This is an optimization exercise on Yosys and OpenROAD, whose aim is small area, a short achievable clock period and few clock cycles, not a production implementation. Function was checked by simulation only, so behaviour that the tests miss may differ from the original.

$ cat config.mk
export PLATFORM = sky130hd
export DESIGN_NAME = sparse_mac_row
export DESIGN_NICKNAME = sparse_mac_row
export VERILOG_FILES = /design/flow/design.v
export SDC_FILE = /design/flow/constraint.sdc
export NUM_CORES = 4
export LEC_CHECK = 0
export CAP_MARGIN = 20
export CORE_MARGIN = 2
export CORE_UTILIZATION = 40
export SLEW_MARGIN = 20
$ cat constraint.sdc
create_clock -name core_clock -period 12.0 [get_ports {Clk}]
set_input_delay 2.4000 -clock core_clock [delete_from_list [all_inputs] [get_ports {Clk}]]
set_output_delay 2.4000 -clock core_clock [all_outputs]
set_load 0.01 [all_outputs]
$ cat design.v
module sparse_mac_row #(
  parameter int DATA_WIDTH = 8,
  parameter int ACC_WIDTH  = 32,
  parameter int BLOCK_SIZE = 4,
  parameter int NUM_PE     = 4,
  parameter int IDX_WIDTH  = 4,
  localparam int OUT_IDX_WIDTH = (NUM_PE > 1) ? $clog2(NUM_PE) : 1
) (
  input  logic                                       Clk,
  input  logic                                       rst,
  input  logic [BLOCK_SIZE*BLOCK_SIZE*DATA_WIDTH-1:0] act_block,
  input  logic [DATA_WIDTH-1:0]                      weight_in,
  input  logic [NUM_PE*IDX_WIDTH-1:0]                idx_in,
  input  logic [NUM_PE*ACC_WIDTH-1:0]                bias_in,
  input  logic                                       is_signed,
  input  logic                                       block_last,
  input  logic                                       in_valid,
  output logic                                       in_ready,
  output logic [ACC_WIDTH-1:0]                       out_data,
  output logic [OUT_IDX_WIDTH-1:0]                   out_idx,
  output logic                                       out_last,
  output logic                                       out_valid,
  input  logic                                       out_ready
);
  localparam int NE = BLOCK_SIZE * BLOCK_SIZE;
  localparam int RW = 2 * DATA_WIDTH + 1;    
  logic                         first_q;     
  logic                         v1, l1;      
  logic                         x2;          
  logic                         park_q;      
  logic                         in_rdy_q;    
  logic                         in_rdy_o;    
  logic                         fin_free_q;  
  logic                         fin_has;     
  logic [OUT_IDX_WIDTH-1:0]     fin_ptr;
  logic                         out_last_q;
  logic [NE*DATA_WIDTH-1:0]     act_q, act_d;
  logic                         signed_q, signed_d;
  logic [DATA_WIDTH-1:0]        w1;          
  logic [DATA_WIDTH-1:0]        wh;          
  logic [NUM_PE-1:0]            s1;
  logic [DATA_WIDTH-1:0]        a1   [NUM_PE];
  logic [RW-1:0]                r0   [NUM_PE];
  logic [RW-1:0]                r1   [NUM_PE];
  logic [RW-1:0]                r0d  [NUM_PE];
  logic [RW-1:0]                r1d  [NUM_PE];
  logic [ACC_WIDTH-1:0]         acc  [NUM_PE];
  logic [ACC_WIDTH-1:0]         fin  [NUM_PE];
  logic [ACC_WIDTH-1:0]         sum  [NUM_PE];
  logic [ACC_WIDTH-1:0]         out_q;
  logic accept, xfer, park_en, oq_free;
  assign in_ready  = in_rdy_o;
  assign out_data  = out_q;
  assign out_last  = out_last_q;
  assign accept    = in_valid && in_rdy_o;
  assign xfer      = v1 && l1 && fin_free_q;
  assign park_en   = first_q && fin_free_q;    
  assign oq_free   = !out_valid || out_ready;
  assign act_d    = first_q ? act_block : act_q;
  assign signed_d = first_q ? is_signed : signed_q;
  for (genvar k = 0; k < NUM_PE; k++) begin : g_pe
    smr_tree u_tree (.a(a1[k]), .b(w1), .s(s1[k]), .r0(r0d[k]), .r1(r1d[k]));
    logic [ACC_WIDTH-1:0] x, y, z, cs, cc;
    assign x  = acc[k];
    assign y  = {{(ACC_WIDTH-RW){1'b0}}, r0[k]};
    assign z  = {{(ACC_WIDTH-RW+1){~r1[k][RW-1]}}, r1[k][RW-2:0]};
    assign cs = x ^ y ^ z;
    assign cc = (x & y) | (x & z) | (y & z);
    assign sum[k] = cs + {cc[ACC_WIDTH-2:0], 1'b0};
  end
  always_ff @(posedge Clk or posedge rst) begin
    if (rst) begin
      first_q    <= 1'b1;
      v1         <= 1'b0;
      l1         <= 1'b0;
      x2         <= 1'b0;
      park_q     <= 1'b0;
      in_rdy_q   <= 1'b1;
      in_rdy_o   <= 1'b0;
      fin_free_q <= 1'b1;
      fin_has    <= 1'b0;
      fin_ptr    <= '0;
      out_valid  <= 1'b0;
      out_idx    <= '0;
      out_last_q <= 1'b0;
      w1         <= '0;
      wh         <= '0;
    end else begin
      logic nv1, nl1, nfin_has, nrdy;
      nv1 = in_rdy_q ? accept     : v1;
      nl1 = in_rdy_q ? block_last : l1;
      v1 <= nv1;
      l1 <= nl1;
      x2 <= xfer;
      park_q <= accept && first_q;
      if (accept) first_q <= block_last;
      nfin_has = fin_has;
      if (x2) begin
        if (oq_free) begin
          out_valid  <= 1'b1;
          out_idx    <= '0;
          out_last_q <= 1'b0;
          fin_ptr    <= OUT_IDX_WIDTH'(1);
        end else begin
          fin_ptr    <= '0;
        end
        nfin_has = 1'b1;
      end else if (fin_has && oq_free) begin
        out_valid  <= 1'b1;
        out_idx    <= fin_ptr;
        out_last_q <= (fin_ptr == OUT_IDX_WIDTH'(NUM_PE - 1));
        fin_ptr    <= fin_ptr + 1'b1;
        if (fin_ptr == OUT_IDX_WIDTH'(NUM_PE - 1)) nfin_has = 1'b0;
      end else if (out_ready) begin
        out_valid  <= 1'b0;
      end
      fin_has    <= nfin_has;
      fin_free_q <= !nfin_has && !xfer;
      nrdy = !((accept ? block_last : first_q) && (nfin_has || xfer));
      in_rdy_q   <= nrdy;
      in_rdy_o   <= nrdy;
      if (in_rdy_q) begin
        wh <= weight_in;
        w1 <= (accept && nrdy) ? weight_in : '0;
      end else begin
        w1 <= (nrdy && v1) ? wh : '0;
      end
    end
  end
  always_ff @(posedge Clk) begin
    act_q    <= act_d;
    signed_q <= signed_d;
    if (in_rdy_q) begin
      for (int k = 0; k < NUM_PE; k++) begin
        a1[k] <= act_d[idx_in[k*IDX_WIDTH +: IDX_WIDTH]*DATA_WIDTH +: DATA_WIDTH];
        s1[k] <= signed_d;
      end
    end
    for (int k = 0; k < NUM_PE; k++) begin
      r0[k] <= r0d[k];
      r1[k] <= r1d[k];
      acc[k] <= park_q ? fin[k] : sum[k];
      if (x2)
        fin[k] <= sum[k];
      else if (park_en)
        fin[k] <= bias_in[k*ACC_WIDTH +: ACC_WIDTH];
    end
    if (x2 && oq_free)
      out_q <= sum[0];
    else if (fin_has && oq_free)
      out_q <= fin[fin_ptr];
  end
endmodule
module smr_tree (
  input  logic [7:0]  a,
  input  logic [7:0]  b,
  input  logic        s,
  output logic [16:0] r0,
  output logic [16:0] r1
);
  logic pp_0_0;
  logic pp_0_1;
  logic pp_0_2;
  logic pp_0_3;
  logic pp_0_4;
  logic pp_0_5;
  logic pp_0_6;
  logic pp_1_0;
  logic pp_1_1;
  logic pp_1_2;
  logic pp_1_3;
  logic pp_1_4;
  logic pp_1_5;
  logic pp_1_6;
  logic pp_2_0;
  logic pp_2_1;
  logic pp_2_2;
  logic pp_2_3;
  logic pp_2_4;
  logic pp_2_5;
  logic pp_2_6;
  logic pp_3_0;
  logic pp_3_1;
  logic pp_3_2;
  logic pp_3_3;
  logic pp_3_4;
  logic pp_3_5;
  logic pp_3_6;
  logic pp_4_0;
  logic pp_4_1;
  logic pp_4_2;
  logic pp_4_3;
  logic pp_4_4;
  logic pp_4_5;
  logic pp_4_6;
  logic pp_5_0;
  logic pp_5_1;
  logic pp_5_2;
  logic pp_5_3;
  logic pp_5_4;
  logic pp_5_5;
  logic pp_5_6;
  logic pp_6_0;
  logic pp_6_1;
  logic pp_6_2;
  logic pp_6_3;
  logic pp_6_4;
  logic pp_6_5;
  logic pp_6_6;
  logic pa_0;
  logic pb_0;
  logic pa_1;
  logic pb_1;
  logic pa_2;
  logic pb_2;
  logic pa_3;
  logic pb_3;
  logic pa_4;
  logic pb_4;
  logic pa_5;
  logic pb_5;
  logic pa_6;
  logic pb_6;
  logic pab;
  logic ns;
  logic hs0;
  logic hc0;
  logic fs1;
  logic fc1;
  logic hs2;
  logic hc2;
  logic fs3;
  logic fc3;
  logic fs4;
  logic fc4;
  logic fs5;
  logic fc5;
  logic hs6;
  logic hc6;
  logic fs7;
  logic fc7;
  logic hs8;
  logic hc8;
  logic fs9;
  logic fc9;
  logic fs10;
  logic fc10;
  logic fs11;
  logic fc11;
  logic fs12;
  logic fc12;
  logic fs13;
  logic fc13;
  logic fs14;
  logic fc14;
  logic fs15;
  logic fc15;
  logic fs16;
  logic fc16;
  logic fs17;
  logic fc17;
  logic fs18;
  logic fc18;
  logic fs19;
  logic fc19;
  logic hs20;
  logic hc20;
  logic fs21;
  logic fc21;
  logic fs22;
  logic fc22;
  logic fs23;
  logic fc23;
  logic fs24;
  logic fc24;
  logic fs25;
  logic fc25;
  logic fs26;
  logic fc26;
  logic fs27;
  logic fc27;
  logic fs28;
  logic fc28;
  logic fs29;
  logic fc29;
  logic hs30;
  logic hc30;
  logic fs31;
  logic fc31;
  logic fs32;
  logic fc32;
  logic fs33;
  logic fc33;
  logic fs34;
  logic fc34;
  logic fs35;
  logic fc35;
  logic fs36;
  logic fc36;
  logic fs37;
  logic fc37;
  logic fs38;
  logic fc38;
  logic fs39;
  logic fc39;
  logic fs40;
  logic fc40;
  logic fs41;
  logic fc41;
  assign pp_0_0 = a[0] & b[0];
  assign pp_0_1 = a[0] & b[1];
  assign pp_0_2 = a[0] & b[2];
  assign pp_0_3 = a[0] & b[3];
  assign pp_0_4 = a[0] & b[4];
  assign pp_0_5 = a[0] & b[5];
  assign pp_0_6 = a[0] & b[6];
  assign pp_1_0 = a[1] & b[0];
  assign pp_1_1 = a[1] & b[1];
  assign pp_1_2 = a[1] & b[2];
  assign pp_1_3 = a[1] & b[3];
  assign pp_1_4 = a[1] & b[4];
  assign pp_1_5 = a[1] & b[5];
  assign pp_1_6 = a[1] & b[6];
  assign pp_2_0 = a[2] & b[0];
  assign pp_2_1 = a[2] & b[1];
  assign pp_2_2 = a[2] & b[2];
  assign pp_2_3 = a[2] & b[3];
  assign pp_2_4 = a[2] & b[4];
  assign pp_2_5 = a[2] & b[5];
  assign pp_2_6 = a[2] & b[6];
  assign pp_3_0 = a[3] & b[0];
  assign pp_3_1 = a[3] & b[1];
  assign pp_3_2 = a[3] & b[2];
  assign pp_3_3 = a[3] & b[3];
  assign pp_3_4 = a[3] & b[4];
  assign pp_3_5 = a[3] & b[5];
  assign pp_3_6 = a[3] & b[6];
  assign pp_4_0 = a[4] & b[0];
  assign pp_4_1 = a[4] & b[1];
  assign pp_4_2 = a[4] & b[2];
  assign pp_4_3 = a[4] & b[3];
  assign pp_4_4 = a[4] & b[4];
  assign pp_4_5 = a[4] & b[5];
  assign pp_4_6 = a[4] & b[6];
  assign pp_5_0 = a[5] & b[0];
  assign pp_5_1 = a[5] & b[1];
  assign pp_5_2 = a[5] & b[2];
  assign pp_5_3 = a[5] & b[3];
  assign pp_5_4 = a[5] & b[4];
  assign pp_5_5 = a[5] & b[5];
  assign pp_5_6 = a[5] & b[6];
  assign pp_6_0 = a[6] & b[0];
  assign pp_6_1 = a[6] & b[1];
  assign pp_6_2 = a[6] & b[2];
  assign pp_6_3 = a[6] & b[3];
  assign pp_6_4 = a[6] & b[4];
  assign pp_6_5 = a[6] & b[5];
  assign pp_6_6 = a[6] & b[6];
  assign pa_0 = (a[7] & b[0]) ^ s;
  assign pb_0 = (b[7] & a[0]) ^ s;
  assign pa_1 = (a[7] & b[1]) ^ s;
  assign pb_1 = (b[7] & a[1]) ^ s;
  assign pa_2 = (a[7] & b[2]) ^ s;
  assign pb_2 = (b[7] & a[2]) ^ s;
  assign pa_3 = (a[7] & b[3]) ^ s;
  assign pb_3 = (b[7] & a[3]) ^ s;
  assign pa_4 = (a[7] & b[4]) ^ s;
  assign pb_4 = (b[7] & a[4]) ^ s;
  assign pa_5 = (a[7] & b[5]) ^ s;
  assign pb_5 = (b[7] & a[5]) ^ s;
  assign pa_6 = (a[7] & b[6]) ^ s;
  assign pb_6 = (b[7] & a[6]) ^ s;
  assign pab = a[7] & b[7];
  assign ns = ~s;
  assign hs0 = pp_0_6 ^ pp_1_5;
  assign hc0 = pp_0_6 & pp_1_5;
  assign fs1 = pp_1_6 ^ pp_2_5 ^ pp_3_4;
  assign fc1 = (pp_1_6 & pp_2_5) | (pp_1_6 & pp_3_4) | (pp_2_5 & pp_3_4);
  assign hs2 = pp_4_3 ^ pp_5_2;
  assign hc2 = pp_4_3 & pp_5_2;
  assign fs3 = pp_2_6 ^ pp_3_5 ^ pp_4_4;
  assign fc3 = (pp_2_6 & pp_3_5) | (pp_2_6 & pp_4_4) | (pp_3_5 & pp_4_4);
  assign fs4 = pp_5_3 ^ pp_6_2 ^ pa_1;
  assign fc4 = (pp_5_3 & pp_6_2) | (pp_5_3 & pa_1) | (pp_6_2 & pa_1);
  assign fs5 = pp_3_6 ^ pp_4_5 ^ pp_5_4;
  assign fc5 = (pp_3_6 & pp_4_5) | (pp_3_6 & pp_5_4) | (pp_4_5 & pp_5_4);
  assign hs6 = pp_0_4 ^ pp_1_3;
  assign hc6 = pp_0_4 & pp_1_3;
  assign fs7 = pp_0_5 ^ pp_1_4 ^ pp_2_3;
  assign fc7 = (pp_0_5 & pp_1_4) | (pp_0_5 & pp_2_3) | (pp_1_4 & pp_2_3);
  assign hs8 = pp_3_2 ^ pp_4_1;
  assign hc8 = pp_3_2 & pp_4_1;
  assign fs9 = pp_2_4 ^ pp_3_3 ^ pp_4_2;
  assign fc9 = (pp_2_4 & pp_3_3) | (pp_2_4 & pp_4_2) | (pp_3_3 & pp_4_2);
  assign fs10 = pp_5_1 ^ pp_6_0 ^ hs0;
  assign fc10 = (pp_5_1 & pp_6_0) | (pp_5_1 & hs0) | (pp_6_0 & hs0);
  assign fs11 = pp_6_1 ^ pa_0 ^ pb_0;
  assign fc11 = (pp_6_1 & pa_0) | (pp_6_1 & pb_0) | (pa_0 & pb_0);
  assign fs12 = hc0 ^ fs1 ^ hs2;
  assign fc12 = (hc0 & fs1) | (hc0 & hs2) | (fs1 & hs2);
  assign fs13 = pb_1 ^ s ^ fc1;
  assign fc13 = (pb_1 & s) | (pb_1 & fc1) | (s & fc1);
  assign fs14 = hc2 ^ fs3 ^ fs4;
  assign fc14 = (hc2 & fs3) | (hc2 & fs4) | (fs3 & fs4);
  assign fs15 = pp_6_3 ^ pa_2 ^ pb_2;
  assign fc15 = (pp_6_3 & pa_2) | (pp_6_3 & pb_2) | (pa_2 & pb_2);
  assign fs16 = fc3 ^ fc4 ^ fs5;
  assign fc16 = (fc3 & fc4) | (fc3 & fs5) | (fc4 & fs5);
  assign fs17 = pp_4_6 ^ pp_5_5 ^ pp_6_4;
  assign fc17 = (pp_4_6 & pp_5_5) | (pp_4_6 & pp_6_4) | (pp_5_5 & pp_6_4);
  assign fs18 = pa_3 ^ pb_3 ^ fc5;
  assign fc18 = (pa_3 & pb_3) | (pa_3 & fc5) | (pb_3 & fc5);
  assign fs19 = pp_5_6 ^ pp_6_5 ^ pa_4;
  assign fc19 = (pp_5_6 & pp_6_5) | (pp_5_6 & pa_4) | (pp_6_5 & pa_4);
  assign hs20 = pp_0_3 ^ pp_1_2;
  assign hc20 = pp_0_3 & pp_1_2;
  assign fs21 = pp_2_2 ^ pp_3_1 ^ pp_4_0;
  assign fc21 = (pp_2_2 & pp_3_1) | (pp_2_2 & pp_4_0) | (pp_3_1 & pp_4_0);
  assign fs22 = pp_5_0 ^ hc6 ^ fs7;
  assign fc22 = (pp_5_0 & hc6) | (pp_5_0 & fs7) | (hc6 & fs7);
  assign fs23 = fc7 ^ hc8 ^ fs9;
  assign fc23 = (fc7 & hc8) | (fc7 & fs9) | (hc8 & fs9);
  assign fs24 = fc9 ^ fc10 ^ fs11;
  assign fc24 = (fc9 & fc10) | (fc9 & fs11) | (fc10 & fs11);
  assign fs25 = fc11 ^ fc12 ^ fs13;
  assign fc25 = (fc11 & fc12) | (fc11 & fs13) | (fc12 & fs13);
  assign fs26 = fc13 ^ fc14 ^ fs15;
  assign fc26 = (fc13 & fc14) | (fc13 & fs15) | (fc14 & fs15);
  assign fs27 = fc15 ^ fc16 ^ fs17;
  assign fc27 = (fc15 & fc16) | (fc15 & fs17) | (fc16 & fs17);
  assign fs28 = pb_4 ^ fc17 ^ fc18;
  assign fc28 = (pb_4 & fc17) | (pb_4 & fc18) | (fc17 & fc18);
  assign fs29 = pp_6_6 ^ pa_5 ^ pb_5;
  assign fc29 = (pp_6_6 & pa_5) | (pp_6_6 & pb_5) | (pa_5 & pb_5);
  assign hs30 = pp_0_2 ^ pp_1_1;
  assign hc30 = pp_0_2 & pp_1_1;
  assign fs31 = pp_2_1 ^ pp_3_0 ^ hs20;
  assign fc31 = (pp_2_1 & pp_3_0) | (pp_2_1 & hs20) | (pp_3_0 & hs20);
  assign fs32 = hs6 ^ hc20 ^ fs21;
  assign fc32 = (hs6 & hc20) | (hs6 & fs21) | (hc20 & fs21);
  assign fs33 = hs8 ^ fc21 ^ fs22;
  assign fc33 = (hs8 & fc21) | (hs8 & fs22) | (fc21 & fs22);
  assign fs34 = fs10 ^ fc22 ^ fs23;
  assign fc34 = (fs10 & fc22) | (fs10 & fs23) | (fc22 & fs23);
  assign fs35 = fs12 ^ fc23 ^ fs24;
  assign fc35 = (fs12 & fc23) | (fs12 & fs24) | (fc23 & fs24);
  assign fs36 = fs14 ^ fc24 ^ fs25;
  assign fc36 = (fs14 & fc24) | (fs14 & fs25) | (fc24 & fs25);
  assign fs37 = fs16 ^ fc25 ^ fs26;
  assign fc37 = (fs16 & fc25) | (fs16 & fs26) | (fc25 & fs26);
  assign fs38 = fs18 ^ fc26 ^ fs27;
  assign fc38 = (fs18 & fc26) | (fs18 & fs27) | (fc26 & fs27);
  assign fs39 = fs19 ^ fc27 ^ fs28;
  assign fc39 = (fs19 & fc27) | (fs19 & fs28) | (fc27 & fs28);
  assign fs40 = fc19 ^ fc28 ^ fs29;
  assign fc40 = (fc19 & fc28) | (fc19 & fs29) | (fc28 & fs29);
  assign fs41 = pa_6 ^ pb_6 ^ fc29;
  assign fc41 = (pa_6 & pb_6) | (pa_6 & fc29) | (pb_6 & fc29);
  assign r0 = {ns, s, pab, fc40, fc39, fc38, fc37, fc36, fc35, fc34, fc33, fc32, fc31, hc30, pp_2_0, pp_0_1, pp_0_0};
  assign r1 = {1'b0, 1'b0, fc41, fs41, fs40, fs39, fs38, fs37, fs36, fs35, fs34, fs33, fs32, fs31, hs30, pp_1_0, 1'b0};
endmodule
$ cat flow/run.sh
#!/bin/bash
# The standard layout (the standard.sh, unchanged synthesis and steps), with the
# port buffers made from the plain buffer buf_1, and timing repair asked to reach
# a setup slack of 8.55 ns.
set -uo pipefail
export BUFFER_PORTS_ARGS="-buffer_cell sky130_fd_sc_hd__buf_1"
bash standard.sh SETUP_SLACK_MARGIN=8.55 finish > standard.log 2>&1
$ cat standard.sh
#!/bin/bash
# synth_recipe.tcl (not shown) runs the flow's synth.tcl, then flattens the netlist and writes it again
# the make line also repeats each setting of config.mk as NAME=value (left out here)
make -C /OpenROAD-flow-scripts/flow DESIGN_CONFIG=/design/flow/config.mk WORK_HOME=/design/flow/orfs CLKGATE_MAP_FILE= SYNTH_SCRIPT=/design/flow/synth_recipe.tcl "${@:-finish}"
==> results of run 1 <==
state kept, by name (all words and copies together) (netlist names), 2 cells and up:
register	count
r0	62
a1	32
fin_ptr	2
w1	8
g_pe.z	56
out_q	32
wh	8
out_idx	2
acc	128
fin	128
act_q	128
layout by cell type, fill, tap and decap left out, types with 31 or more instances in the layout:
master	n
o211ai_1	33
clkbuf_2	33
edfxtp_1	193
dfxtp_1	374
nor2_1	96
fa_1	197
clkbuf_16	82
a222oi_1	34
mux2_2	205
xor2_1	38
a21oi_1	137
ha_1	159
and2_1	141
o21ai_0	114
buf_1	277
buf_4	40
nand2_1	423
inv_1	248
mux4_2	160
nand3_1	31
a21o_1	41
mux2_4	76
xnor2_1	129
worst register-to-register path: cells and delay by family, from the launching register on:
| family | cells | cell delay, ps |
|---|---|---|
| multiplexers | 1 | 260 |
| flip-flops | 1 | 310 |
| adder cells (fa/ha/maj) | 3 | 1030 |
| AND/OR/NAND/NOR | 1 | 160 |
| AO/OA/AOI/OAI | 5 | 1180 |
| XOR/XNOR | 1 | 180 |
| buffers and inverters | 1 | 50 |
timing repair:
action,4_1_cts,5_1_grt
buffers inserted,11,6
hold endpoints to repair,0,0
pin swaps,13,26
resized for setup,50,81
endpoints found under the setup margin,128,119
gates cloned,0,9
worst min path at each step:
stage	to	cells past startpoint	slack, ps
2_1_floorplan	r0[3][15]$_DFF_P_	0	350
3_3_place_gp	acc[0][23]$_DFF_P_	2	440
3_5_place_dp	acc[0][19]$_DFF_P_	2	460
4_1_cts	acc[3][20]$_DFF_P_	2	470
5_1_grt	acc[3][19]$_DFF_P_	2	500
6_report	acc[0][19]$_DFF_P_	2	470
metrics by stage:
step / hold slack, ps / setup slack, ps / cells / instance area [µm²]
2_1_floorplan: 346.2 / 8113 / 3347 / 37870
3_3_place_gp: 439.8 / 7615 / 4760 / 39780
3_5_place_dp: 455.0 / 7527 / 4760 / 39780
4_1_cts: 471.1 / 8341 / 4902 / 42500
5_1_grt: 496.0 / 8356 / 4917 / 42990
6_report: 466.5 / 8381 / 4920 / 42990
layer usage:
metal | track usage [%] | up-vias
li1 | - | 12310
met1 | 28.92 | 12990
met2 | 36.83 | 884
met3 | 3.399 | 199
met4 | 8.505 | 10
met5 | 0 | -
cell families (layout without fill, tap and decap cells):
family | after synthesis | after routing
XOR/XNOR | 169 | 169
buffers and inverters | 445 | 761
adder cells (fa/ha/maj) | 360 | 360
AND/OR/NAND/NOR | 805 | 805
flip-flops | 599 | 599
AO/OA/AOI/OAI | 528 | 528
other | 0 | 3
multiplexers | 441 | 441
area by class of cell:
class                   instances  area (µm²)  share of cell area (%)
well taps                    1254        1569                   3.649
multi-input cells            2303       22040                   51.27
repair buffers                376        1901                   4.421
flip-flops and latches        599       14090                   32.78
clock buffers                  95        2012                   4.680
diodes                          3       7.507                 0.01746
clock inverters                36       402.9                  0.9371
inverters                     254       963.4                   2.241
==> flow_summary.yaml, run 1 <==
run_status:
  outcome: "finished clean"
timing:
  hold_violations: 0
  worst_pin_slew_ps: 1180
  setup-tns-final_ps: 0
  setup_viol: 0
  max_freq_mhz: 276.3
  rsz0062_at_grt: "true"
  timing.final.crit_share_pct: 30.16
  drv_slew: 0
  relSlewSlack_pct: 21.36
  fin_crit_ps: 3619
  fin_skew_ps: 36.41
finish:
  fin_nets: 4251
  area_growth_pct: 14.52
  nFillCells: 8680
  drive_gt1_share_pct: 20.17
  utilization_pct: 46.14
setup_path:
  crit_buf_inv: 1
  crit_path_cell_trace: "clkbuf_2"
  cp_top_family: "flip-flops"
  crit_slowest_cell: "edfxtp_1"
  path_depth: 1
  required_ps: 9600
  startpoint: "out_q[10]$_DFFE_PP_"
  r2r_end: "fin[1][29]$_DFFE_PP_"
  cp_max_fo: 1
  arrival_ps: 1220
  cp-start-kind: "flip-flop"
  r2r-start: "r0[1][1]$_DFF_P_"
  reg2reg_depth: 12
  cpPeakStageDelay_ps: 410
  critPathCapture: "out_data[10]"
  crit_path_end_kind: "output port"
  rrSetupSlack_ps: 8580
  crit_type: "flip-flop to output port"
grt:
  grt_overflow: 0
  grt_usage_pct: 22.09
  grt_max_degree: 81
  antenna_found_initial: 8
  grt_pass1_wl_um: 161000
  grt_pass1_vias: 26420
placed_design:
  hpwlAfterDp_um: 80510
  port_buffers: 322
  gp_congestion: 0.9398
hold_path:
  hold_start: "fin[0][19]$_DFFE_PP_"
  hp-class: "flip-flop to flip-flop"
yosys:
  synth_edf_count: 193
  synthesis.nets: 3993
  synth_compound_area_share_pct: 9.225
  yosysUniqueCellTypes: 79
  muxShareOfSynthArea_pct: 18.79
  async_reset_ff_share_pct: 5.175
  netlist_area_um2: 37540
  synth_adder_area_share_pct: 16.00
  synth_xor_area_share_pct: 3.943
  synthCells: 3347
  seq_area_frac_synth_pct: 37.51
  ys_top_cells_by_count: "nand2_1, dfxtp_1, inv_1, mux2_2, fa_1"
  synth_top_family_by_area: "multiplexers"
  synth_area_per_cell_um2: 11.22
  synth_top_area_share_pct: 20.00
  synth_seq_cells: 599
  yosys.area.top_type: "dfxtp_1"
  yosysWarnings: 15
  yosys.area_share.simple_pct: 9.795
  synth_flop_cell: "dfxtp_1"
  ys_top_cells_by_area: "dfxtp_1, edfxtp_1, fa_1, mux4_2, mux2_2"
  yosysMostFrequentCell: "nand2_1"
die:
  core_area_um2: 93190
  ios: 323
  fp.dieW_um: 310.4
  start_util_pct: 40.28
  die_h_um: 310.4
  rows: 112
  die-area_um2: 96320
clocking:
  clock_latency_ps: 670
  clk_path_buf_depth: 3
  clkTransAtPathRegs_ps: 60
  cts_root_buffer: "clkbuf_16"
  postCtsHoldBufs: 0
  cts_tree: "done"
  cts.sinks: 599
  cts_buffers: 71
  cts_max_level: 3
detailed_routing:
  met3WireLength_um: 6086
  wl_met1_um: 46400
  met2_length_um: 51740
  viasPerCell: 5.364
  vias: 26390
  route.top_layer_used: "met5"
  firstDrtPassIters: 9
  first_iter_violations: 2359
  post-route-drc-count: 0
  wl_per_cell_um: 22.10
  antenna_left: 0
  routed_wl_um: 108700
job:
  cap_violations: 0
Testbench counts, summed over its fixed seeds: cycles 2,918.
==> run 2, diff against run 1 <==
--- a/design.v
+++ b/design.v
@@ -67,5 +67,5 @@
     assign cs = x ^ y ^ z;
     assign cc = (x & y) | (x & z) | (y & z);
-    assign sum[k] = cs + {cc[ACC_WIDTH-2:0], 1'b0};
+    smr_add u_add (.a(cs), .b({cc[ACC_WIDTH-2:0], 1'b0}), .s(sum[k]));
   end
   always_ff @(posedge Clk or posedge rst) begin
@@ -460,2 +460,268 @@
   assign r1 = {1'b0, 1'b0, fc41, fs41, fs40, fs39, fs38, fs37, fs36, fs35, fs34, fs33, fs32, fs31, hs30, pp_1_0, 1'b0};
 endmodule
+module smr_add (
+  input  logic [31:0] a,
+  input  logic [31:0] b,
+  output logic [31:0] s
+);
+  logic [31:0] p0, g0;
+  assign p0 = a ^ b;
+  assign g0 = a & b;
+  logic gn0, pn0;
+  assign gn0 = g0[1] | (p0[1] & g0[0]);
+  assign pn0 = p0[1] & p0[0];
+  logic gn1, pn1;
+  assign gn1 = g0[3] | (p0[3] & g0[2]);
+  assign pn1 = p0[3] & p0[2];
+  logic gn2, pn2;
+  assign gn2 = g0[5] | (p0[5] & g0[4]);
+  assign pn2 = p0[5] & p0[4];
+  logic gn3, pn3;
+  assign gn3 = g0[7] | (p0[7] & g0[6]);
+  assign pn3 = p0[7] & p0[6];
+  logic gn4, pn4;
+  assign gn4 = g0[9] | (p0[9] & g0[8]);
+  assign pn4 = p0[9] & p0[8];
+  logic gn5, pn5;
+  assign gn5 = g0[11] | (p0[11] & g0[10]);
+  assign pn5 = p0[11] & p0[10];
+  logic gn6, pn6;
+  assign gn6 = g0[13] | (p0[13] & g0[12]);
+  assign pn6 = p0[13] & p0[12];
+  logic gn7, pn7;
+  assign gn7 = g0[15] | (p0[15] & g0[14]);
+  assign pn7 = p0[15] & p0[14];
+  logic gn8, pn8;
+  assign gn8 = g0[17] | (p0[17] & g0[16]);
+  assign pn8 = p0[17] & p0[16];
+  logic gn9, pn9;
+  assign gn9 = g0[19] | (p0[19] & g0[18]);
+  assign pn9 = p0[19] & p0[18];
+  logic gn10, pn10;
+  assign gn10 = g0[21] | (p0[21] & g0[20]);
+  assign pn10 = p0[21] & p0[20];
+  logic gn11, pn11;
+  assign gn11 = g0[23] | (p0[23] & g0[22]);
+  assign pn11 = p0[23] & p0[22];
+  logic gn12, pn12;
+  assign gn12 = g0[25] | (p0[25] & g0[24]);
+  assign pn12 = p0[25] & p0[24];
+  logic gn13, pn13;
+  assign gn13 = g0[27] | (p0[27] & g0[26]);
+  assign pn13 = p0[27] & p0[26];
+  logic gn14, pn14;
+  assign gn14 = g0[29] | (p0[29] & g0[28]);
+  assign pn14 = p0[29] & p0[28];
+  logic gn15, pn15;
+  assign gn15 = g0[2] | (p0[2] & gn0);
+  assign pn15 = p0[2] & pn0;
+  logic gn16, pn16;
+  assign gn16 = gn1 | (pn1 & gn0);
+  assign pn16 = pn1 & pn0;
+  logic gn17, pn17;
+  assign gn17 = g0[6] | (p0[6] & gn2);
+  assign pn17 = p0[6] & pn2;
+  logic gn18, pn18;
+  assign gn18 = gn3 | (pn3 & gn2);
+  assign pn18 = pn3 & pn2;
+  logic gn19, pn19;
+  assign gn19 = g0[10] | (p0[10] & gn4);
+  assign pn19 = p0[10] & pn4;
+  logic gn20, pn20;
+  assign gn20 = gn5 | (pn5 & gn4);
+  assign pn20 = pn5 & pn4;
+  logic gn21, pn21;
+  assign gn21 = g0[14] | (p0[14] & gn6);
+  assign pn21 = p0[14] & pn6;
+  logic gn22, pn22;
+  assign gn22 = gn7 | (pn7 & gn6);
+  assign pn22 = pn7 & pn6;
+  logic gn23, pn23;
+  assign gn23 = g0[18] | (p0[18] & gn8);
+  assign pn23 = p0[18] & pn8;
+  logic gn24, pn24;
+  assign gn24 = gn9 | (pn9 & gn8);
+  assign pn24 = pn9 & pn8;
+  logic gn25, pn25;
+  assign gn25 = g0[22] | (p0[22] & gn10);
+  assign pn25 = p0[22] & pn10;
+  logic gn26, pn26;
+  assign gn26 = gn11 | (pn11 & gn10);
+  assign pn26 = pn11 & pn10;
+  logic gn27, pn27;
+  assign gn27 = g0[26] | (p0[26] & gn12);
+  assign pn27 = p0[26] & pn12;
+  logic gn28, pn28;
+  assign gn28 = gn13 | (pn13 & gn12);
+  assign pn28 = pn13 & pn12;
+  logic gn29, pn29;
+  assign gn29 = g0[30] | (p0[30] & gn14);
+  assign pn29 = p0[30] & pn14;
+  logic gn30, pn30;
+  assign gn30 = g0[4] | (p0[4] & gn16);
+  assign pn30 = p0[4] & pn16;
+  logic gn31, pn31;
+  assign gn31 = gn2 | (pn2 & gn16);
+  assign pn31 = pn2 & pn16;
+  logic gn32, pn32;
+  assign gn32 = gn17 | (pn17 & gn16);
+  assign pn32 = pn17 & pn16;
+  logic gn33, pn33;
+  assign gn33 = gn18 | (pn18 & gn16);
+  assign pn33 = pn18 & pn16;
+  logic gn34, pn34;
+  assign gn34 = g0[12] | (p0[12] & gn20);
+  assign pn34 = p0[12] & pn20;
+  logic gn35, pn35;
+  assign gn35 = gn6 | (pn6 & gn20);
+  assign pn35 = pn6 & pn20;
+  logic gn36, pn36;
+  assign gn36 = gn21 | (pn21 & gn20);
+  assign pn36 = pn21 & pn20;
+  logic gn37, pn37;
+  assign gn37 = gn22 | (pn22 & gn20);
+  assign pn37 = pn22 & pn20;
+  logic gn38, pn38;
+  assign gn38 = g0[20] | (p0[20] & gn24);
+  assign pn38 = p0[20] & pn24;
+  logic gn39, pn39;
+  assign gn39 = gn10 | (pn10 & gn24);
+  assign pn39 = pn10 & pn24;
+  logic gn40, pn40;
+  assign gn40 = gn25 | (pn25 & gn24);
+  assign pn40 = pn25 & pn24;
+  logic gn41, pn41;
+  assign gn41 = gn26 | (pn26 & gn24);
+  assign pn41 = pn26 & pn24;
+  logic gn42, pn42;
+  assign gn42 = g0[28] | (p0[28] & gn28);
+  assign pn42 = p0[28] & pn28;
+  logic gn43, pn43;
+  assign gn43 = gn14 | (pn14 & gn28);
+  assign pn43 = pn14 & pn28;
+  logic gn44, pn44;
+  assign gn44 = gn29 | (pn29 & gn28);
+  assign pn44 = pn29 & pn28;
+  logic gn45, pn45;
+  assign gn45 = g0[8] | (p0[8] & gn33);
+  assign pn45 = p0[8] & pn33;
+  logic gn46, pn46;
+  assign gn46 = gn4 | (pn4 & gn33);
+  assign pn46 = pn4 & pn33;
+  logic gn47, pn47;
+  assign gn47 = gn19 | (pn19 & gn33);
+  assign pn47 = pn19 & pn33;
+  logic gn48, pn48;
+  assign gn48 = gn20 | (pn20 & gn33);
+  assign pn48 = pn20 & pn33;
+  logic gn49, pn49;
+  assign gn49 = gn34 | (pn34 & gn33);
+  assign pn49 = pn34 & pn33;
+  logic gn50, pn50;
+  assign gn50 = gn35 | (pn35 & gn33);
+  assign pn50 = pn35 & pn33;
+  logic gn51, pn51;
+  assign gn51 = gn36 | (pn36 & gn33);
+  assign pn51 = pn36 & pn33;
+  logic gn52, pn52;
+  assign gn52 = gn37 | (pn37 & gn33);
+  assign pn52 = pn37 & pn33;
+  logic gn53, pn53;
+  assign gn53 = g0[24] | (p0[24] & gn41);
+  assign pn53 = p0[24] & pn41;
+  logic gn54, pn54;
+  assign gn54 = gn12 | (pn12 & gn41);
+  assign pn54 = pn12 & pn41;
+  logic gn55, pn55;
+  assign gn55 = gn27 | (pn27 & gn41);
+  assign pn55 = pn27 & pn41;
+  logic gn56, pn56;
+  assign gn56 = gn28 | (pn28 & gn41);
+  assign pn56 = pn28 & pn41;
+  logic gn57, pn57;
+  assign gn57 = gn42 | (pn42 & gn41);
+  assign pn57 = pn42 & pn41;
+  logic gn58, pn58;
+  assign gn58 = gn43 | (pn43 & gn41);
+  assign pn58 = pn43 & pn41;
+  logic gn59, pn59;
+  assign gn59 = gn44 | (pn44 & gn41);
+  assign pn59 = pn44 & pn41;
+  logic gn60, pn60;
+  assign gn60 = g0[16] | (p0[16] & gn52);
+  assign pn60 = p0[16] & pn52;
+  logic gn61, pn61;
+  assign gn61 = gn8 | (pn8 & gn52);
+  assign pn61 = pn8 & pn52;
+  logic gn62, pn62;
+  assign gn62 = gn23 | (pn23 & gn52);
+  assign pn62 = pn23 & pn52;
+  logic gn63, pn63;
+  assign gn63 = gn24 | (pn24 & gn52);
+  assign pn63 = pn24 & pn52;
+  logic gn64, pn64;
+  assign gn64 = gn38 | (pn38 & gn52);
+  assign pn64 = pn38 & pn52;
+  logic gn65, pn65;
+  assign gn65 = gn39 | (pn39 & gn52);
+  assign pn65 = pn39 & pn52;
+  logic gn66, pn66;
+  assign gn66 = gn40 | (pn40 & gn52);
+  assign pn66 = pn40 & pn52;
+  logic gn67, pn67;
+  assign gn67 = gn41 | (pn41 & gn52);
+  assign pn67 = pn41 & pn52;
+  logic gn68, pn68;
+  assign gn68 = gn53 | (pn53 & gn52);
+  assign pn68 = pn53 & pn52;
+  logic gn69, pn69;
+  assign gn69 = gn54 | (pn54 & gn52);
+  assign pn69 = pn54 & pn52;
+  logic gn70, pn70;
+  assign gn70 = gn55 | (pn55 & gn52);
+  assign pn70 = pn55 & pn52;
+  logic gn71, pn71;
+  assign gn71 = gn56 | (pn56 & gn52);
+  assign pn71 = pn56 & pn52;
+  logic gn72, pn72;
+  assign gn72 = gn57 | (pn57 & gn52);
+  assign pn72 = pn57 & pn52;
+  logic gn73, pn73;
+  assign gn73 = gn58 | (pn58 & gn52);
+  assign pn73 = pn58 & pn52;
+  logic gn74, pn74;
+  assign gn74 = gn59 | (pn59 & gn52);
+  assign pn74 = pn59 & pn52;
+  assign s[0] = p0[0];
+  assign s[1] = p0[1] ^ g0[0];
+  assign s[2] = p0[2] ^ gn0;
+  assign s[3] = p0[3] ^ gn15;
+  assign s[4] = p0[4] ^ gn16;
+  assign s[5] = p0[5] ^ gn30;
+  assign s[6] = p0[6] ^ gn31;
+  assign s[7] = p0[7] ^ gn32;
+  assign s[8] = p0[8] ^ gn33;
+  assign s[9] = p0[9] ^ gn45;
+  assign s[10] = p0[10] ^ gn46;
+  assign s[11] = p0[11] ^ gn47;
+  assign s[12] = p0[12] ^ gn48;
+  assign s[13] = p0[13] ^ gn49;
+  assign s[14] = p0[14] ^ gn50;
+  assign s[15] = p0[15] ^ gn51;
+  assign s[16] = p0[16] ^ gn52;
+  assign s[17] = p0[17] ^ gn60;
+  assign s[18] = p0[18] ^ gn61;
+  assign s[19] = p0[19] ^ gn62;
+  assign s[20] = p0[20] ^ gn63;
+  assign s[21] = p0[21] ^ gn64;
+  assign s[22] = p0[22] ^ gn65;
+  assign s[23] = p0[23] ^ gn66;
+  assign s[24] = p0[24] ^ gn67;
+  assign s[25] = p0[25] ^ gn68;
+  assign s[26] = p0[26] ^ gn69;
+  assign s[27] = p0[27] ^ gn70;
+  assign s[28] = p0[28] ^ gn71;
+  assign s[29] = p0[29] ^ gn72;
+  assign s[30] = p0[30] ^ gn73;
+  assign s[31] = p0[31] ^ gn74;
+endmodule
==> flow/run.sh (replaced) <==
#!/bin/bash
# The standard layout (the standard.sh, unchanged synthesis and steps), with the
# port buffers made from the plain buffer buf_1, and timing repair asked to reach
# a setup slack of 8.4 ns.
set -uo pipefail
export BUFFER_PORTS_ARGS="-buffer_cell sky130_fd_sc_hd__buf_1"
bash standard.sh SETUP_SLACK_MARGIN=8.4 finish > standard.log 2>&1
--- a/config.mk
+++ b/config.mk
@@ -9,3 +9,4 @@
 export CORE_MARGIN = 2
 export CORE_UTILIZATION = 40
+export PLACE_DENSITY = 0.75
 export SLEW_MARGIN = 20
==> run 2 against run 1 <==
Compared with the run above: synthesized cell count shrank 12%; area after synthesis is 5.2% lower; die area fell by 5.1%; final area shrank 4.9%; critical path type unchanged.
==> flow_summary.yaml, run 2 <==
clocking:
  cts_buffers: 72
  cts_tree: "done"
  cts_max_level: 3
  clock_latency_ps: 630
  postCtsHoldBufs: 0
  cts_root_buffer: "clkbuf_16"
  clk_path_buf_depth: 3
  clkTransAtPathRegs_ps: 60
  cts.sinks: 599
grt:
  grt_usage_pct: 21.21
  grt_pass1_wl_um: 146600
  grt_max_degree: 129
  grt_overflow: 0
  antenna_found_initial: 12
  grt_pass1_vias: 24700
timing:
  setup_viol: 0
  max_freq_mhz: 275.3
  relSlewSlack_pct: 29.35
  fin_skew_ps: 30.53
  worst_hold_slack_ps: 470.7
  drv_slew: 0
  hold_violations: 0
  worst_pin_slew_ps: 1060
  rsz0062_at_grt: "true"
  timing.final.crit_share_pct: 30.27
  setup-tns-final_ps: 0
  fin_crit_ps: 3633
setup_path:
  arrival_ps: 1230
  crit_slowest_cell: "edfxtp_1"
  crit_path_end_kind: "output port"
  cp-start-kind: "flip-flop"
  cp_top_family: "flip-flops"
  crit_path_cell_trace: "buf_6"
  cp_max_fo: 1
  cpPeakStageDelay_ps: 450
  crit_buf_inv: 1
  crit_type: "flip-flop to output port"
  required_ps: 9600
  rrSetupSlack_ps: 8420
yosys:
  synth_seq_cells: 599
  synthCells: 2953
  netlist_area_um2: 35610
  seq_area_frac_synth_pct: 39.55
  yosysWarnings: 14
  yosys.area.top_type: "dfxtp_1"
  synth_edf_count: 193
  synth_area_per_cell_um2: 12.06
  synth_flop_cell: "dfxtp_1"
  yosysUniqueCellTypes: 63
  synthesis.nets: 3611
  ys_top_cells_by_area: "dfxtp_1, edfxtp_1, fa_1, mux2_2, mux4_2"
  synth_top_area_share_pct: 21.08
  yosysMostFrequentCell: "dfxtp_1"
  ys_top_cells_by_count: "dfxtp_1, mux2_2, inv_1, nand2_1, fa_1"
  async_reset_ff_share_pct: 5.175
finish:
  area_growth_pct: 14.83
  layout_common_cells: "dfxtp_1, mux2_2, buf_1"
  fin_nets: 3901
  drive_gt1_share_pct: 21.69
  final_common_cell: "dfxtp_1"
  reg_top3: "acc x128, act_q x128, fin x128"
die:
  start_util_pct: 40.35
  die-area_um2: 91420
  ios: 323
  die_h_um: 302.4
  core_area_um2: 88240
  rows: 109
  fp.dieW_um: 302.4
detailed_routing:
  viasPerCell: 5.376
  firstDrtPassIters: 7
  antenna_left: 0
  vias: 24030
  wl_per_cell_um: 21.72
  first_iter_violations: 2162
  routed_wl_um: 97080
  post-route-drc-count: 0
placed_design:
  port_buffers: 322
  hpwlAfterDp_um: 71600
  gp_congestion: 0.9222
job:
  cap_violations: 0
run_status:
  outcome: "finished clean"
hold_path:
  hp-class: "flip-flop to flip-flop"
run 2: changes by cell type after synthesis, sizes merged, moves of 17 or more:
cell,change
inv,+52
clkbuf,-25
mux2i,+17
o211ai,-22
nand4,-17
a21oi,-46
nand2,-204
nand3,-18
o21ai,-58
mux2,+48
run 2: area by class of cell:
class                      count  area [µm²]
antenna                        3       7.507
clock buffer                 100        2071
clock inverter                32       376.6
fill                        7829       47350
inverter                     306        1156
multi-input combinational   1898       20030
sequential                   599       14090
tap                         1165        1458
timing repair buffer         366        1699
run 2: path summary, 6_finish.rpt:
| path | from | end | cells after the start |
|---|---|---|---|
| worst max-delay path | out_q[11]$_DFFE_PP_ | out_data[11] | 1 |
| worst min-delay path | fin[0][30]$_DFFE_PP_ | acc[0][30]$_DFF_P_ | 2 |
| worst max register to register | acc[3][4]$_DFF_P_ | fin[3][31]$_DFFE_PP_ | 14 |
| worst min register to register | fin[0][30]$_DFFE_PP_ | acc[0][30]$_DFF_P_ | 2 |
| max in group asynchronous | rst | x2$_DFF_PP0_ | 3 |
| min in group asynchronous | rst | fin_has$_DFF_PP0_ | 3 |
run 2: repair_timing:
| action | CTS | global route |
|---|---|---|
| endpoints found under the setup margin | 66 | 89 |
| gates cloned | 0 | 1 |
| setup buffers | 5 | 12 |
| pin swaps | 5 | 17 |
| resized for setup | 29 | 45 |
run 2: routing by layer:
metal | part of all wire, % | track usage, % | up-vias
met4 | 5.2 | 10.25 | 16
met1 | 39 | 26.49 | 11910
met5 | 0.11 | 0 | -
met3 | 7.4 | 3.972 | 231
li1 | - | - | 10880
met2 | 48 | 35.41 | 987
run 2: kinds of logic (layout without fill, tap and decap cells):
kind of cell,count (synthesis),in the layout,synth area share (%)
multiplexers,506,506,21.00
flip-flops,599,599,39.55
AND/OR/NAND/NOR,522,522,6.979
XOR/XNOR,156,156,3.837
adder cells (fa/ha/maj),372,372,17.54
other,0,3,0
buffers and inverters,456,804,4.818
AO/OA/AOI/OAI,342,342,6.272
run 2: metrics by stage:
| step | instance area (µm²) | util, % | setup WS, ps | cells |
|---|---|---|---|---|
| 6_report | 40890 | 46.34 | 8367 | 4469 |
| 5_1_grt | 40880 | 46.33 | 8308 | 4467 |
| 4_1_cts | 40550 | 45.96 | 8336 | 4452 |
| 3_5_place_dp | 37970 | 43.03 | 7572 | 4315 |
| 3_3_place_gp | 37950 | 43.01 | 7656 | 4314 |
| 2_1_floorplan | 35980 | - | 8111 | 2953 |
Testbench counts of run 2, summed over its fixed seeds: cycles 2,918.
==> run 3, diff against run 2 <==
--- a/config.mk
+++ b/config.mk
@@ -9,4 +9,6 @@
 export CORE_MARGIN = 2
 export CORE_UTILIZATION = 40
+export CTS_CLUSTER_DIAMETER = 80
+export CTS_CLUSTER_SIZE = 25
 export PLACE_DENSITY = 0.75
 export SLEW_MARGIN = 20
==> run 3 against run 2 <==
Compared with the run above: still clean; register-to-register slack better by 100 ps; maximum frequency hardly changed; count of clock-buffer cells in the layout is 58 lower; critical path type unchanged; highest routed layer unchanged.
==> flow_summary.yaml, run 3 <==
run_status:
  outcome: "finished clean"
die:
  rows: 109
  core_area_um2: 88240
  fp.dieW_um: 302.4
  ios: 323
  die-area_um2: 91420
  start_util_pct: 40.35
  die_h_um: 302.4
clocking:
  cts_tree: "done"
  clkTransAtPathRegs_ps: 100
  cts_buffers: 37
  clock_latency_ps: 630
  cts_root_buffer: "clkbuf_16"
  clk_path_buf_depth: 3
  cts.sinks: 599
  cts_max_level: 2
placed_design:
  dp_worst_setup_slack_ps: 7572
  hpwlAfterDp_um: 71600
  port_buffers: 322
  gp_congestion: 0.9222
setup_path:
  crit_path_end_kind: "output port"
  crit_buf_inv: 1
  cp_top_family: "flip-flops"
  cpPeakStageDelay_ps: 460
  crit_slowest_cell: "edfxtp_1"
  required_ps: 9600
  arrival_ps: 1240
  cp_max_fo: 1
  crit_path_cell_trace: "buf_6"
  crit_type: "flip-flop to output port"
  cp-start-kind: "flip-flop"
yosys:
  ys_top_cells_by_count: "dfxtp_1, mux2_2, inv_1, nand2_1, fa_1"
  synth_seq_cells: 599
  yosys.area.top_type: "dfxtp_1"
  synth_top_area_share_pct: 21.08
  synthCells: 2953
  netlist_area_um2: 35610
  synthesis.nets: 3611
  synth_area_per_cell_um2: 12.06
  yosysMostFrequentCell: "dfxtp_1"
  seq_area_frac_synth_pct: 39.55
  synth_flop_cell: "dfxtp_1"
  yosysWarnings: 14
  synth_edf_count: 193
  yosysUniqueCellTypes: 63
  ys_top_cells_by_area: "dfxtp_1, edfxtp_1, fa_1, mux2_2, mux4_2"
  async_reset_ff_share_pct: 5.175
timing:
  drv_slew: 0
  rsz0062_at_grt: "true"
  hold_violations: 0
  worst_pin_slew_ps: 1061
  setup_viol: 0
  setup-tns-final_ps: 0
  max_freq_mhz: 275.0
  timing.final.crit_share_pct: 30.30
  fin_crit_ps: 3636
  setup_slack_ps: 8364
  fin_skew_ps: 49.71
  relSlewSlack_pct: 29.26
grt:
  grt_max_degree: 129
  grt_pass1_vias: 24160
  grt_pass1_wl_um: 144100
  antenna_found_initial: 10
  grt_usage_pct: 20.75
  grt_overflow: 0
finish:
  final_common_cell: "dfxtp_1"
  fin_nets: 3863
  layout_common_cells: "dfxtp_1, mux2_2, buf_1"
  reg_top3: "acc x128, act_q x128, fin x128"
  drive_gt1_share_pct: 20.38
  utilization_pct: 44.99
  area_growth_pct: 11.49
detailed_routing:
  viasPerCell: 5.374
  first_iter_violations: 1996
  post-route-drc-count: 0
  firstDrtPassIters: 8
  wl_per_cell_um: 21.65
  routed_wl_um: 95360
  vias: 23670
  antenna_left: 0
hold_path:
  hp-class: "flip-flop to flip-flop"
job:
  cap_violations: 0
run 3: cell types whose count changed in the layout (fill, tap and decap cells not counted), sizes merged:
cell | before | now
clkbuf | 114 | 58
diode | 3 | 6
bufinv | 6 | 2
buf | 352 | 347
clkinv | 18 | 10
inv | 312 | 317
clkinvlp | 2 | 3
run 3: cell type report:
cell class / count / area (µm²)
flip-flops and latches: 599 / 14090
fillers: 7967 / 48540
clock buffers: 42 / 954.7
diodes: 6 / 15.01
multi-input cells: 1898 / 20000
inverters: 306 / 1156
clock inverters: 26 / 330.3
repair buffers: 363 / 1690
well taps: 1165 / 1458
run 3: worst paths after layout:
kind / depth (start not counted) / endpoint / slack [ps] / start
worst max register to register: 14 / fin[3][31]$_DFFE_PP_ / 8520 / acc[3][4]$_DFF_P_
worst min register to register: 1 / signed_q$_DFF_P_ / 480 / signed_q$_DFF_P_
worst max-delay path: 1 / out_data[11] / 8360 / out_q[11]$_DFFE_PP_
min in group asynchronous: 3 / fin_ptr[0]$_DFFE_PP0P_ / 1840 / rst
max in group asynchronous: 3 / x2$_DFF_PP0_ / 9770 / rst
worst min-delay path: 1 / signed_q$_DFF_P_ / 480 / signed_q$_DFF_P_
run 3: what timing repair did:
action	in CTS	in global routing
pin swaps	4	18
resized for setup	29	45
hold buffers	0	0
endpoints found under the hold margin	0	0
endpoints found under the setup margin	67	102
buffers inserted	5	9
cloned	0	1
run 3: logic make-up after synthesis:
family | synth area share [%]
mux | 21.00
xor+xnor | 3.837
buf+inv | 4.818
simple gates | 6.979
fa+ha+maj | 17.54
flops | 39.55
compound gates | 6.272
run 3: through the flow:
| step | cells | cell area (µm²) | hold WS [ps] |
|---|---|---|---|
| 2_1_floorplan | 2953 | 35980 | 346.2 |
| 6_report | 4405 | 39700 | 483.1 |
| 5_1_grt | 4399 | 39680 | 496.7 |
| 3_3_place_gp | 4314 | 37950 | 459.6 |
| 3_5_place_dp | 4315 | 37970 | 458.6 |
| 4_1_cts | 4388 | 39380 | 483.9 |
run 3: layer usage:
layer	global-route usage (%)	vias up	share of wire (%)
li1	-	10780	-
met1	26.42	11760	40
met2	35.08	931	49
met3	3.685	180	7.0
met4	8.180	14	4.1
met5	0	-	0.092
==> run 4, diff against run 3 <==
--- a/config.mk
+++ b/config.mk
@@ -8,5 +8,5 @@
 export CAP_MARGIN = 20
 export CORE_MARGIN = 2
-export CORE_UTILIZATION = 40
+export CORE_UTILIZATION = 45
 export CTS_CLUSTER_DIAMETER = 80
 export CTS_CLUSTER_SIZE = 25
==> run 4 against run 3 <==
Compared with the run above: largest cell class unchanged; hold slack improved by 7.8 ps; critical path depth unchanged; via count barely moved; routed wire length decreased by 2.9%; flip-flop and latch count unchanged.
==> flow_summary.yaml, run 4 <==
timing:
  hold_violations: 0
  timing.final.crit_share_pct: 30.24
  relSlewSlack_pct: 30.86
  max_freq_mhz: 275.6
  fin_skew_ps: 52.50
  worst_pin_slew_ps: 1036
  setup_viol: 0
  fin_crit_ps: 3628
  setup-tns-final_ps: 0
  drv_slew: 0
  rsz0062_at_grt: "true"
yosys:
  synth_top_area_share_pct: 21.08
  yosysWarnings: 14
  synth_edf_count: 193
  synthesis.nets: 3611
  synth_flop_cell: "dfxtp_1"
  yosysUniqueCellTypes: 63
  seq_area_frac_synth_pct: 39.55
  ys_top_cells_by_area: "dfxtp_1, edfxtp_1, fa_1, mux2_2, mux4_2"
  synth_adder_area_share_pct: 17.54
  synth_compound_area_share_pct: 6.272
  synth_xor_area_share_pct: 3.837
  async_reset_ff_share_pct: 5.175
  yosysMostFrequentCell: "dfxtp_1"
  synthCells: 2953
  yosys.area.top_type: "dfxtp_1"
  muxShareOfSynthArea_pct: 21.00
  netlist_area_um2: 35610
  yosys.area_share.simple_pct: 6.979
  synth_top_family_by_area: "multiplexers"
  synth_area_per_cell_um2: 12.06
  synth_seq_cells: 599
  ys_top_cells_by_count: "dfxtp_1, mux2_2, inv_1, nand2_1, fa_1"
die:
  die_h_um: 285.3
  fp.dieW_um: 285.3
  start_util_pct: 45.29
  core_area_um2: 78610
  ios: 323
  die-area_um2: 81390
  rows: 103
finish:
  fin_cells: 4290
  final_common_cell: "dfxtp_1"
  design_area_um2: 39550
  drive_gt1_share_pct: 20.27
  utilization_pct: 50.31
  area_growth_pct: 11.07
  fin_nets: 3864
  reg_top3: "acc x128, act_q x128, fin x128"
  layout_common_cells: "dfxtp_1, mux2_2, inv_1"
setup_path:
  cpPeakStageDelay_ps: 450
  r2r_end: "fin[3][31]$_DFFE_PP_"
  crit_type: "flip-flop to output port"
  crit_slowest_cell: "edfxtp_1"
  reg2reg_depth: 14
  crit_buf_inv: 1
  crit_path_end_kind: "output port"
  path_depth: 1
  crit_path_cell_trace: "clkbuf_2"
  cp-start-kind: "flip-flop"
  cp_max_fo: 1
  startpoint: "out_q[10]$_DFFE_PP_"
  critPathCapture: "out_data[10]"
  cp_top_family: "flip-flops"
  arrival_ps: 1230
  rrSetupSlack_ps: 8460
  required_ps: 9600
  r2r-start: "r0[3][4]$_DFF_P_"
grt:
  met3_usage_pct: 3.344
  grt_usage_pct: 22.59
  use_met2_pct: 37.42
  use_met1_pct: 29.56
  grt_overflow: 0
  grt_max_degree: 80
  antenna_found_initial: 7
  grt_pass1_wl_um: 141600
  grt_pass1_vias: 24010
  grt_busiest_layer: "met2"
clocking:
  clock_latency_ps: 620
  cts_max_level: 2
  clkTransAtPathRegs_ps: 100
  cts_tree: "done"
  cts_buffers: 38
  clk_path_buf_depth: 3
  cts_root_buffer: "clkbuf_16"
  postCtsHoldBufs: 0
  cts.sinks: 599
detailed_routing:
  firstDrtPassIters: 6
  viasPerCell: 5.514
  first_iter_violations: 1947
  vias: 23660
  wl_per_cell_um: 21.58
  antenna_left: 0
  routed_wl_um: 92600
  post-route-drc-count: 0
run_status:
  outcome: "finished clean"
placed_design:
  placed_cells: 4200
  port_buffers: 322
  placed_area_um2: 37810
  gp_congestion: 0.8991
  hpwlAfterDp_um: 69320
job:
  cap_violations: 0
hold_path:
  hp-class: "flip-flop to flip-flop"
==> run 4: cell counts after synthesis <==
Identical to the previous run, type by type.
==> run 4: area by class of cell <==
| class | instances | area (µm²) |
|---|---|---|
| Antenna cell | 4 | 10.01 |
| Clock buffer | 48 | 1020 |
| Clock inverter | 22 | 342.8 |
| Fill cell | 6870 | 39070 |
| Inverter | 306 | 1152 |
| Multi-Input combinational cell | 1898 | 19990 |
| Sequential cell | 599 | 14100 |
| Tap cell | 1050 | 1314 |
| Timing Repair Buffer | 363 | 1618 |
==> run 4: worst min path at each step <==
stage,startpoint,end,slack (ps),cells after the start
floorplan,s1[0]$_DFFE_PP_,r0[3][15]$_DFF_P_,350,0
global placement,signed_q$_DFF_P_,signed_q$_DFF_P_,460,1
detailed placement,signed_q$_DFF_P_,signed_q$_DFF_P_,460,1
CTS,signed_q$_DFF_P_,signed_q$_DFF_P_,490,1
global route,fin[1][22]$_DFFE_PP_,acc[1][22]$_DFF_P_,510,1
finish,fin[0][30]$_DFFE_PP_,acc[0][30]$_DFF_P_,490,2
==> run 4: repair_timing <==
action,in CTS,in global routing
pin swaps,3,20
gates resized for setup,21,47
endpoints found under the hold margin,0,0
buffers inserted,5,11
setup endpoints to repair,59,79
==> run 4: per-layer routing <==
| metal | wire [µm] | part of all wire, % | vias up |
|---|---|---|---|
| li1 | - | - | 10760 |
| met1 | 37820 | 41 | 11820 |
| met2 | 44300 | 48 | 874 |
| met3 | 6225 | 6.7 | 196 |
| met4 | 4188 | 4.5 | 10 |
| met5 | 60 | 0.065 | - |
==> run 4: cell families after synthesis <==
family / after synthesis
muxes: 506
and+or+nand+nor: 522
DFF: 599
adders and majority gates: 372
buffers and inverters: 456
xor gates and xnor gates: 156
AOI/OAI and AO/OA: 342
==> run 4: metrics by stage <==
step | worst slack (ps) | hold WS, ps
floorplan | 8111 | 346.2
global route | 8305 | 509.6
global placement | 7635 | 455.9
detailed placement | 7554 | 458.6
CTS | 8334 | 491.2
finish | 8372 | 490.9
==> run 5, diff against run 4 <==
--- a/config.mk
+++ b/config.mk
@@ -8,5 +8,6 @@
 export CAP_MARGIN = 20
 export CORE_MARGIN = 2
-export CORE_UTILIZATION = 45
+export CORE_UTILIZATION = 40
+export CTS_BUF_LIST = sky130_fd_sc_hd__clkbuf_8 sky130_fd_sc_hd__clkbuf_16
 export CTS_CLUSTER_DIAMETER = 80
 export CTS_CLUSTER_SIZE = 25
==> run 5 against run 4 <==
Compared with the run above: area after synthesis is the same; first-iteration DRC count grew 2.6%; sequential share of layout area decreased by 0.15 points; utilization shrank 5.3 points; flip-flop and latch count did not move; register-to-register slack better by 60 ps; highest routed layer unchanged.
==> flow_summary.yaml, run 5 <==
finish:
  fin_nets: 3863
  layout_common_cells: "dfxtp_1, mux2_2, inv_1"
  area_growth_pct: 11.50
  nFillCells: 7967
  reg_top3: "acc x128, act_q x128, fin x128"
  drive_gt1_share_pct: 20.38
  utilization_pct: 44.99
  final_common_cell: "dfxtp_1"
  fin_cells: 4406
timing:
  max_freq_mhz: 275.2
  hold_violations: 0
  relSlewSlack_pct: 29.25
  worst_pin_slew_ps: 1061
  rsz0062_at_grt: "true"
  timing.final.crit_share_pct: 30.28
  setup_viol: 0
  drv_slew: 0
  fin_crit_ps: 3633
  fin_skew_ps: 50.79
  worst_hold_slack_ps: 482.8
  setup-tns-final_ps: 0
setup_path:
  r2r_end: "fin[3][31]$_DFFE_PP_"
  cp_top_family: "flip-flops"
  crit_path_cell_trace: "buf_6"
  arrival_ps: 1230
  crit_path_end_kind: "output port"
  rrSetupSlack_ps: 8520
  cp_max_fo: 1
  crit_type: "flip-flop to output port"
  cpPeakStageDelay_ps: 460
  reg2reg_depth: 14
  crit_buf_inv: 1
  r2r-start: "acc[3][4]$_DFF_P_"
  cp-start-kind: "flip-flop"
  crit_slowest_cell: "edfxtp_1"
  required_ps: 9600
grt:
  grt_usage_pct: 20.75
  antenna_found_initial: 10
  grt_pass1_vias: 24160
  grt_overflow: 0
  grt_pass1_wl_um: 144100
  grt_max_degree: 129
die:
  start_util_pct: 40.35
  die_h_um: 302.4
  core_area_um2: 88240
  fp.dieW_um: 302.4
  rows: 109
  ios: 323
  die-area_um2: 91420
clocking:
  cts_root_buffer: "clkbuf_16"
  cts_max_level: 2
  cts_tree: "done"
  clock_latency_ps: 620
  clk_path_buf_depth: 3
  cts_buffers: 37
  clkTransAtPathRegs_ps: 100
  postCtsHoldBufs: 0
  cts.sinks: 599
yosys:
  synth_seq_cells: 599
  synth_top_family_by_area: "multiplexers"
  synth_xor_area_share_pct: 3.837
  synth_flop_cell: "dfxtp_1"
  synthCells: 2953
  synth_compound_area_share_pct: 6.272
  synth_area_per_cell_um2: 12.06
  muxShareOfSynthArea_pct: 21.00
  synth_edf_count: 193
  yosys.area.top_type: "dfxtp_1"
  synthesis.nets: 3611
  synth_adder_area_share_pct: 17.54
  async_reset_ff_share_pct: 5.175
  yosysWarnings: 14
  synth_top_area_share_pct: 21.08
  yosys.area_share.simple_pct: 6.979
  seq_area_frac_synth_pct: 39.55
  ys_top_cells_by_count: "dfxtp_1, mux2_2, inv_1, nand2_1, fa_1"
  ys_top_cells_by_area: "dfxtp_1, edfxtp_1, fa_1, mux2_2, mux4_2"
  yosysUniqueCellTypes: 63
  yosysMostFrequentCell: "dfxtp_1"
  netlist_area_um2: 35610
hold_path:
  hold_start: "signed_q$_DFF_P_"
  hp-class: "flip-flop to flip-flop"
  min_to: "signed_q$_DFF_P_"
  hold_depth: 1
detailed_routing:
  wl_per_cell_um: 21.64
  firstDrtPassIters: 10
  vias: 23660
  viasPerCell: 5.370
  antenna_left: 0
  routed_wl_um: 95360
  post-route-drc-count: 0
  first_iter_violations: 1997
placed_design:
  placed_cells: 4315
  gp_congestion: 0.9222
  port_buffers: 322
  hpwlAfterDp_um: 71600
run_status:
  outcome: "finished clean"
job:
  cap_violations: 0
-- run 5: cell counts after synthesis --
No cell type changed its count.
-- run 5: cell families after synthesis --
| group | count (synthesis) |
|---|---|
| muxes | 506 |
| xor gates and xnor gates | 156 |
| buffers and inverters | 456 |
| and+or+nand+nor | 522 |
| adders and majority gates | 372 |
| AOI/OAI and AO/OA | 342 |
| DFF | 599 |
-- run 5: what timing repair did --
| action | in CTS | in global routing |
|---|---|---|
| pin swaps | 4 | 18 |
| gates resized for setup | 29 | 45 |
| gates cloned | 0 | 1 |
| buffers inserted | 5 | 9 |
| endpoints found under the setup margin | 67 | 102 |
| endpoints found under the hold margin | 0 | 0 |
-- run 5: cell type report --
class	instances	area [µm²]	area share, %
clock buffers	38	939.7	2.367
clock inverters	30	345.3	0.8698
well taps	1165	1458	3.672
repair buffers	363	1690	4.258
multi-input cells	1898	20000	50.38
diodes	7	17.52	0.04412
flip-flops and latches	599	14090	35.50
inverters	306	1156	2.912
-- run 5: stage by stage --
step / setup slack (ps) / instance area [µm²]
floorplan: 8111 / 35980
CTS: 8323 / 39380
global route: 8334 / 39680
detailed placement: 7572 / 37970
global placement: 7656 / 37950
finish: 8367 / 39700
-- run 5: worst max path at each step --
stage | start | end | slack [ps] | cells after the start
global route | out_q[11]$_DFFE_PP_ | out_data[11] | 8330 | 1
finish | out_q[11]$_DFFE_PP_ | out_data[11] | 8370 | 1
global placement | idx_in[4] | a1[1][1]$_DFFE_PP_ | 7660 | 3
floorplan | idx_in[1] | a1[0][0]$_DFFE_PP_ | 8110 | 4
detailed placement | idx_in[12] | a1[3][1]$_DFFE_PP_ | 7570 | 3
CTS | out_q[11]$_DFFE_PP_ | out_data[11] | 8320 | 1
-- run 5: worst register-to-register path: stages (launching register included) --
cell and delay, ps:
dfxtp_1 320, inv_1 60, fa_1 580, inv_2 60, ha_4 220, a21o_1 160, a21oi_2 190, a32oi_4 150
a211oi_4 350, or3_4 220, o21ai_4 100, a211o_1 330, a21oi_2 160, xnor2_1 110, mux2_2 270
-- run 5: per-layer routing --
metal  share of wire, %  GRT usage (%)  up-vias
met3                7.2          3.685      176
met2                 49          35.08      928
met5              0.092              0        -
li1                   -              -    10780
met1                 40          26.42    11760
met4                4.1          8.180       14

port drivers added, routing unchanged:
Ports are ideal in the flow. The routed layouts listed here were re-timed in OpenROAD. Step 1 sets driving cells, clkbuf_16 on the clock port and buf_2 on the other inputs (assumed; they add their load-dependent delay and slew). Step 2, shift: input delay + t, output delay - t, t = (earliest + latest rising clock arrival at the registers) / 2. This alone moves slack from input paths to output paths. a / b / c = no drivers / after step 1 / after step 2; a / b = the first two.
run	t (ns)	setup slack, ns	clock arrival spread, ns
run 1	0.712	8.381 / 8.317 / 7.893	0.040 / 0.039
run 2	0.670	8.367 / 8.307 / 7.812	0.032 / 0.032
run 3	0.661	8.364 / 8.302 / 7.808	0.058 / 0.058
run 4	0.657	8.372 / 8.310 / 7.796	0.054 / 0.055
run 5	0.661	8.367 / 8.305 / 7.808	0.059 / 0.058
After both steps every run listed still meets setup and hold. For run 4, which loses most, drivers alone change the setup slack by -0.062 ns; drivers and shift together by -0.576 ns.
